From an optimization exercise on the open Yosys and OpenROAD flow, aimed at small area, a short achievable clock period and few clock cycles per item; shortcuts taken in it are not production practice. Function was checked by simulation only, so behaviour that the tests miss may differ from the original. No activity file was given, so power comes from the tool's default toggle rates.

==> design.v <==
package slsi_pkg;
  localparam int IN_VALUE_W = 32;
  localparam int COUNT_W    = 7;
  localparam logic FUNC_INSERT = 1'b0;
  localparam logic FUNC_DELETE = 1'b1;
  typedef struct packed {
    logic                         func;
    logic signed [IN_VALUE_W-1:0] value;
  } in_t;
  typedef struct packed {
    logic               ok;
    logic [COUNT_W-1:0] count;
  } out_t;
  typedef struct packed {
    logic eval;
    logic update;
    logic ins;
  } cell_ctl_t;
endpackage
module sorted_list_insert_delete
#(
  parameter int DEPTH       = 64,
  parameter int VALUE_WIDTH = 32
) (
  input  logic clk,
  input  logic rst,
  input  logic in_valid,
  output logic in_stall,
  input  logic [slsi_pkg::IN_VALUE_W:0] in_data,
  output logic out_valid,
  input  logic out_stall,
  output logic [slsi_pkg::COUNT_W:0] out_data
);
  localparam int VW  = slsi_pkg::IN_VALUE_W;
  localparam int CW  = slsi_pkg::COUNT_W;
  localparam int NPT = 8;               
  localparam int SP  = DEPTH / NPT;     
  localparam int BUF = 4;               
  localparam int NM  = DEPTH + BUF;     
  localparam int NG  = (NM + 7) / 8;    
  logic [VW-1:0]    ring_d [DEPTH];
  logic [DEPTH-1:0] ring_v;
  logic [VW-1:0]    buf_d  [BUF];
  logic [BUF-1:0]   buf_v;
  logic             s_val;       
  logic             s_del;       
  logic [VW-1:0]    s_x;         
  logic [CW:0]      s_res;       
  logic [CW-1:0]    cnt;         
  logic             stall_q;
  logic             ov;
  logic [CW:0]      od;
  logic [1:0]       qn;          
  logic [CW:0]      q0, q1;
  assign in_stall  = stall_q;
  assign out_valid = ov;
  assign out_data  = od;
  logic acc, acc_ins;
  assign acc     = in_valid && !stall_q && !rst;
  assign acc_ins = acc && (in_data[VW] == slsi_pkg::FUNC_INSERT);
  logic [NM-1:0] m;
  for (genvar i = 0; i < DEPTH; i++) begin : g_rcmp
    assign m[i] = ring_v[i] && (ring_d[i] == s_x);
  end
  for (genvar j = 0; j < BUF; j++) begin : g_bcmp
    assign m[DEPTH + j] = buf_v[j] && (buf_d[j] == s_x);
  end
  logic [NM-1:0] first;
  logic [NG-1:0] gany;
  logic [NG-1:0] gpre;
  for (genvar g = 0; g < NG; g++) begin : g_grp
    localparam int LO = 8 * g;
    localparam int HI = (8 * g + 7 < NM) ? 8 * g + 7 : NM - 1;
    assign gany[g] = |m[HI:LO];
    if (g == 0) begin : g_p0
      assign gpre[g] = 1'b0;
    end else begin : g_pn
      assign gpre[g] = |gany[g-1:0];
    end
    for (genvar i = LO; i <= HI; i++) begin : g_bit
      if (i == LO) begin : g_b0
        assign first[i] = m[i] && !gpre[g];
      end else begin : g_bn
        assign first[i] = m[i] && !gpre[g] && !(|m[i-1:LO]);
      end
    end
  end
  logic          is_del;
  logic          found;
  logic [NM-1:0] clr;
  assign is_del = s_val && s_del;
  assign found  = is_del && (|gany);
  assign clr    = is_del ? first : '0;
  logic [CW-1:0] cnt_mid;
  logic          full_mid;
  logic          ins_ok;
  logic [CW-1:0] cnt_ins;
  logic [CW:0]   res;
  assign cnt_mid  = found ? cnt - CW'(1) : cnt;
  assign full_mid = cnt[CW-1] && !found;
  assign ins_ok   = !full_mid;
  assign cnt_ins  = cnt_mid + CW'(1);
  assign res      = s_del ? {found, cnt_mid} : s_res;
  logic [BUF-1:0] dsel;          
  logic [BUF-1:0] wsel;          
  logic [VW-1:0]  hd;
  logic [NPT-1:0] pfree;
  logic [NPT-1:0] dp;            
  logic           drain;
  logic           hd_keep;
  always_comb begin
    dsel = '0;
    wsel = '0;
    for (int j = BUF - 1; j >= 0; j--) begin
      if (buf_v[j])  dsel = BUF'(1) << j;
      if (!buf_v[j]) wsel = BUF'(1) << j;
    end
    hd = '0;
    for (int j = 0; j < BUF; j++) begin
      hd = hd | (buf_d[j] & {VW{dsel[j]}});
    end
  end
  for (genvar k = 0; k < NPT; k++) begin : g_pf
    assign pfree[k] = !ring_v[(k * SP + DEPTH - 1) % DEPTH];
  end
  always_comb begin
    dp = '0;
    for (int k = NPT - 1; k >= 0; k--) begin
      if (pfree[k]) dp = NPT'(1) << k;
    end
    if (buf_v == '0) dp = '0;
  end
  assign drain   = |dp;
  assign hd_keep = !(|(dsel & clr[NM-1:DEPTH]));
  for (genvar i = 0; i < DEPTH; i++) begin : g_ring
    localparam int PV = (i + DEPTH - 1) % DEPTH;
    if (i % SP == 0) begin : g_pt
      always_ff @(posedge clk) begin
        if (dp[i / SP]) begin
          ring_d[i] <= hd;
        end else begin
          ring_d[i] <= ring_d[PV];
        end
        if (rst) begin
          ring_v[i] <= 1'b0;
        end else if (dp[i / SP]) begin
          ring_v[i] <= hd_keep;
        end else begin
          ring_v[i] <= ring_v[PV] && !clr[PV];
        end
      end
    end else begin : g_sh
      always_ff @(posedge clk) begin
        ring_d[i] <= ring_d[PV];
        if (rst) begin
          ring_v[i] <= 1'b0;
        end else begin
          ring_v[i] <= ring_v[PV] && !clr[PV];
        end
      end
    end
  end
  for (genvar j = 0; j < BUF; j++) begin : g_buf
    always_ff @(posedge clk) begin
      if (!buf_v[j]) begin
        buf_d[j] <= in_data[VW-1:0];
      end
      if (rst) begin
        buf_v[j] <= 1'b0;
      end else if (buf_v[j]) begin
        buf_v[j] <= !clr[DEPTH + j] && !(drain && dsel[j]);
      end else begin
        buf_v[j] <= wsel[j] && acc_ins && ins_ok;
      end
    end
  end
  logic          push;
  logic          take;
  logic [1:0]    qn_next;
  logic          ov_next;
  logic [CW:0]   od_next, q0_next, q1_next;
  assign push = s_val;
  assign take = !ov || !out_stall;
  always_comb begin
    ov_next = ov;
    od_next = od;
    q0_next = q0;
    q1_next = q1;
    qn_next = qn;
    if (take) begin
      if (qn != 2'd0) begin
        ov_next = 1'b1;
        od_next = q0;
        q0_next = q1;
        if (push) begin
          if (qn == 2'd1) q0_next = res;
          else            q1_next = res;
          qn_next = qn;
        end else begin
          qn_next = qn - 2'd1;
        end
      end else begin
        ov_next = push;
        od_next = res;
      end
    end else if (push) begin
      if (qn == 2'd0) q0_next = res;
      else            q1_next = res;
      qn_next = qn + 2'd1;
    end
  end
  logic [2:0] bocc;
  logic [2:0] bocc_next;
  logic [2:0] oocc_next;
  always_comb begin
    bocc = '0;
    for (int j = 0; j < BUF; j++) bocc = bocc + 3'(buf_v[j]);
    bocc_next = bocc + 3'(acc_ins) - 3'(drain);
    oocc_next = 3'(ov_next) + 3'(qn_next) + 3'(acc);
  end
  always_ff @(posedge clk) begin
    s_x   <= in_data[VW-1:0];
    s_del <= (in_data[VW] == slsi_pkg::FUNC_DELETE);
    s_res <= {ins_ok, ins_ok ? cnt_ins : cnt_mid};
    od    <= od_next;
    q0    <= q0_next;
    q1    <= q1_next;
    if (rst) begin
      s_val   <= 1'b0;
      cnt     <= '0;
      ov      <= 1'b0;
      qn      <= '0;
      stall_q <= 1'b0;
    end else begin
      s_val   <= acc;
      cnt     <= (acc_ins && ins_ok) ? cnt_ins : cnt_mid;
      ov      <= ov_next;
      qn      <= qn_next;
      stall_q <= (bocc_next >= 3'(BUF)) || (oocc_next >= 3'd3);
    end
  end
endmodule
==> run.sh <==
#!/bin/bash
# synth_recipe.tcl (not shown) runs the flow's synth.tcl, then flattens the netlist and writes it again
# the make line also repeats each setting of config.mk as NAME=value (left out here)
make -C /OpenROAD-flow-scripts/flow DESIGN_CONFIG=/design/flow/config.mk WORK_HOME=/design/flow/orfs CLKGATE_MAP_FILE= SYNTH_SCRIPT=/design/flow/synth_recipe.tcl finish
==> config.mk <==
export PLATFORM = sky130hd
export DESIGN_NAME = sorted_list_insert_delete
export DESIGN_NICKNAME = sorted_list_insert_delete
export VERILOG_FILES = /design/flow/design.v
export SDC_FILE = /design/flow/constraint.sdc
export NUM_CORES = 4
export LEC_CHECK = 0
export CAP_MARGIN = 20
export CELL_PAD_IN_SITES_DETAIL_PLACEMENT = 1
export CORE_MARGIN = 2
export CORE_UTILIZATION = 30
export PLACE_DENSITY = 0.4
export SLEW_MARGIN = 20
==> constraint.sdc <==
create_clock -name core_clock -period 6.0 [get_ports {clk}]
set_input_delay 1.2000 -clock core_clock [delete_from_list [all_inputs] [get_ports {clk}]]
set_output_delay 1.2000 -clock core_clock [all_outputs]
set_load 0.01 [all_outputs]
==> summary.md <==
| Metric | Value |
|---|---|
| Status | `timing/DRC/antenna clean` |
| Number of flops mapped to enable cells by yosys | `152` |
| Die area | `271400 sq um` |
| CTS sink cnt | `2321` |
| Area Overhead vs Synth | `17.77%` |
| VDD IR-drop max | `0.0002720 V` |
| Yosys warnings | `3` |
| Crit path cell chain | `buf_12 > xor2_1 > nor4_1 > nand3_1 > nor4_1 > or2_2 > nor4_2 > buf_4 > nand2_1 > or3_1 > nor3b_1 > nand2b_1 > o31ai_1 > a21oi_1` |
| Most frequent cells in the layout | `2136 x dfxtp_1, 1229 x xnor2_1, 940 x xor2_1` |
| Fin Hold WS | `310.9 ps` |
| Initial antenna violation count | `38` |
| Core footprint | `265600 sq um` |
| Cells after Synth | `6740` |
| Most common cell on crit path | `nor4_1` |
| Fin crit share | `95.37%` |
| CP Data Arrival Time | `6490 ps` |
| Critical Path Stages | `14` |
| PortBufs | `46` |
| Ys flop type | `dfxtp_1` |
| Layout cells sized above 1 | `10.41%` |
| Commonest non-fill, non-tap cell in the layout | `dfxtp_1` |
| Crit path launch type | `register` |
| Setup crit end kind | `register` |
| Placed cell area | `85510 sq um` |
| Die Height | `521 microns` |
| Post CTS Setup Buffer Count | `0` |
| Crit. Startpoint | `s_x[19]` |
| Worst-Skew Late Latency | `940 ps` |
| Initial Util | `30.20%` |
| Measured slew at the worst slew-check pin | `1111 ps` |
| Worst Reg-to-Reg Cells | `14` |
| Synth unique cells | `71` |
| Filler instances | `28.35k` |
| Internal power | `28100 uW` |
| Synthesized area | `80190 sq um` |
| I/O pin count | `47` |
| RSZ-0062 raised after global routing | `no` |
| Gr ovfl total | `0` |
| Sw frac | `25.87%` |
| Final WL | `336700 microns` |
| Vias | `50.73k` |
| Part of the power in registers | `47.3%` |
| Clock buffer count from CTS | `280` |
| Crit path max fanout | `27` |
| Clock Pin Slew Worst Setup and Hold Paths | `60 ps` |
| Logic pwr share | `8.8%` |
| CTS tree | `built` |
| Min-delay worst type | `register to register` |
| Chip Width | `521 microns` |
| CP Class | `register to register` |
| Vias in the first global route | `54.46k` |
| Min Tclk post-route | `5722 ps` |
| WHS Path Cells | `0` |
| PnR worst setup slack | `277.7 ps` |
| Row Count | `189` |
| Final setup fails | `0` |
| Post-synth ARST share | `0%` |
| Design area | `94430 sq um` |
| Register area share after synthesis | `59.84%` |
| CP delay by family, top | `simple AND/OR/NAND/NOR gates` |
| Worst Path Required | `6760 ps` |
| Vias per Instance | `4.757` |
| Leakage power | `0.03519 uW` |
| Hold Fails Final Rpt | `0` |
| Largest net degree at the start of global routing | `66` |
| Slew HR | `25.92%` |
| Power per cell area | `401.4 nW/um^2` |
| WP buf/inv | `2` |
| CTS Buffer Depth | `4` |
| Clock skew | `57.38 ps` |
| GRT Overall Usage | `24.38%` |
| Max-slew violation count | `0` |
| Crit-path max cell delay | `940 ps` |
| Place WS | `364.8 ps` |
| F_max | `0.1748 GHz` |
| Cell Count Post-Placement | `10.18k` |
| Hold Path Origin | `ring_d[21][27]` |
| Post-DRT Antenna Nets | `0` |
| Slowest CP cell | `dfxtp_4` |
| Fin cells | `10.66k` |
| Clk root buf | `clkbuf_16` |
| First-pass GRT wire length | `458000 microns` |
| DRT Pass-1 Iters | `5` |
| # DRC | `0` |
| Cts hold-fix bufs | `0` |
| Origin of the critical flop-to-flop path | `s_x[19]` |
| Iter 0 DRT Violations | `3951` |
| HPWL after detailed placement | `240700 microns` |
| Wire per inst | `31.57 microns` |
| Nets@finish | `6978` |
| Setup TNS | `0 ps` |
| Switching power total | `9805 uW` |
| Max-cap viol count | `0` |
| Post-synthesis register bit count | `2321` |
| CTS H-tree lvls | `5` |
| GPL Wtd Cong | `0.8560` |
| Synthesized Nets | `6788` |
| Clk network pwr share | `43.9%` |
| PostCTS Resize Cnt | `0` |
| Mapped Avg Cell Area | `11.90 sq um` |
==> metal layers <==
layer | vias to the layer above | GRT usage [%] | wire [microns]
li1 | 22900 | - | -
met3 | 460 | 3.541 | 15490
met2 | 1310 | 39.55 | 154800
met1 | 26050 | 33.25 | 155400
met5 | - | 0 | 25
met4 | 4 | 7.895 | 10950
==> final timing paths <==
path | end | slack (ps)
max | ring_v[32] | 280
min | ring_d[22][27] | 310
max reg2reg | ring_v[32] | 280
min reg2reg | ring_d[22][27] | 310
==> cell type report <==
cell class                      count  area, sq um  area share [%]
Clock inverter                     57        571.8          0.6055
Clock buffer                      415         8320           8.811
Multi-Input combinational cell   4013        30110           31.89
Antenna cell                       11        27.53         0.02915
Timing Repair Buffer              260         2669           2.826
Inverter                           54        203.9          0.2160
Tap cell                         3533         4420           4.681
Sequential cell                  2321        48110           50.95
==> per-stage QoR <==
step                util (%)  total power [uW]
global route           35.55             39140
detailed placement     32.20             21560
global placement       32.18             21570
floorplan                  -             19770
CTS                    35.55             38190
finish                 35.56             37900
==> kinds of logic (layout without fill, tap and decap cells) <==
kind of cell    Yosys count  after routing  synth area share, %
xor+xnor               2172           2172                23.75
mux                      21             21               0.2918
buf+inv                 406            786                3.420
other cells               0             11                    0
simple gates           1354           1354                9.125
flops                  2321           2321                59.84
compound gates          455            455                3.378
fa+ha+maj                11             11               0.1904
==> registers in the layout, summed over array words and instances, names as in the netlist <==
register	count
s_val	1
ov	1
stall_q	1
buf_v	4
s_del	1
cnt	7
od	8
buf_d	128
q0	8
q1	8
s_x	32
ring_v	64
s_res	8
qn	2
ring_d	2048
==> Yosys cell counts, types with 16 or more instances <==
| cell | instances | area share, % |
|---|---|---|
| a21oi_1 | 264 | 1.6 |
| a221oi_1 | 32 | 0.35 |
| and3_1 | 72 | 0.56 |
| buf_1 | 18 | 0.084 |
| buf_2 | 38 | 0.24 |
| buf_4 | 129 | 1.2 |
| buf_6 | 88 | 1.2 |
| clkbuf_1 | 76 | 0.36 |
| dfxtp_1 | 2169 | 54 |
| edfxtp_1 | 152 | 5.7 |
| inv_1 | 54 | 0.25 |
| mux2_2 | 19 | 0.27 |
| nand2_1 | 115 | 0.54 |
| nand2b_1 | 19 | 0.15 |
| nand3_1 | 127 | 0.79 |
| nand4_1 | 308 | 2.4 |
| nor2_1 | 279 | 1.3 |
| nor2b_1 | 17 | 0.13 |
| nor3_1 | 87 | 0.54 |
| nor4_1 | 263 | 2.1 |
| o211a_1 | 18 | 0.22 |
| o21ai_0 | 78 | 0.49 |
| or3_1 | 16 | 0.12 |
| xnor2_1 | 1229 | 13 |
| xor2_1 | 940 | 10 |
==> power groups by stage <==
stage / logic, uW / registers (uW) / clock network [uW]
finish: 3330 / 17900 / 16600
global route: 3550 / 18000 / 17600
CTS: 3350 / 17900 / 16900
detailed placement: 3320 / 18200 / 0
global placement: 3320 / 18300 / 0
floorplan: 2160 / 17600 / 0
Testbench counts, summed over its fixed seeds: cycles 5,244, items 5,200.

==> port drivers added, routing unchanged <==
The flow's constraints put no driver on any port. The routed layout listed below was extracted and timed again, unchanged, in two steps.
Step 1 (the two cells are an assumption about what drives the block):
set clk [get_ports {clk}]
set_driving_cell -lib_cell sky130_fd_sc_hd__clkbuf_16 $clk
set_driving_cell -lib_cell sky130_fd_sc_hd__buf_2 [delete_from_list [all_inputs] $clk]
Step 2 times the ports against the registers' clock, not the clock port: input delays grow and output delays shrink by t, the midpoint of the rising clock arrivals with the driver on.
a / b / c = no drivers / after step 1 / after step 2; a / b = the first two.
t, ns: 1.008
setup slack, ns: 0.278 / 0.278 / 0.278
worst setup path after step 2: register to register
worst slew at a driven data input, ns: 0.12
cell pins on the clock port's net: 1
After both steps this run still meets setup and hold. The setup slack of this run moves by 0.000 ns with the drivers and by 0.000 ns with both steps.
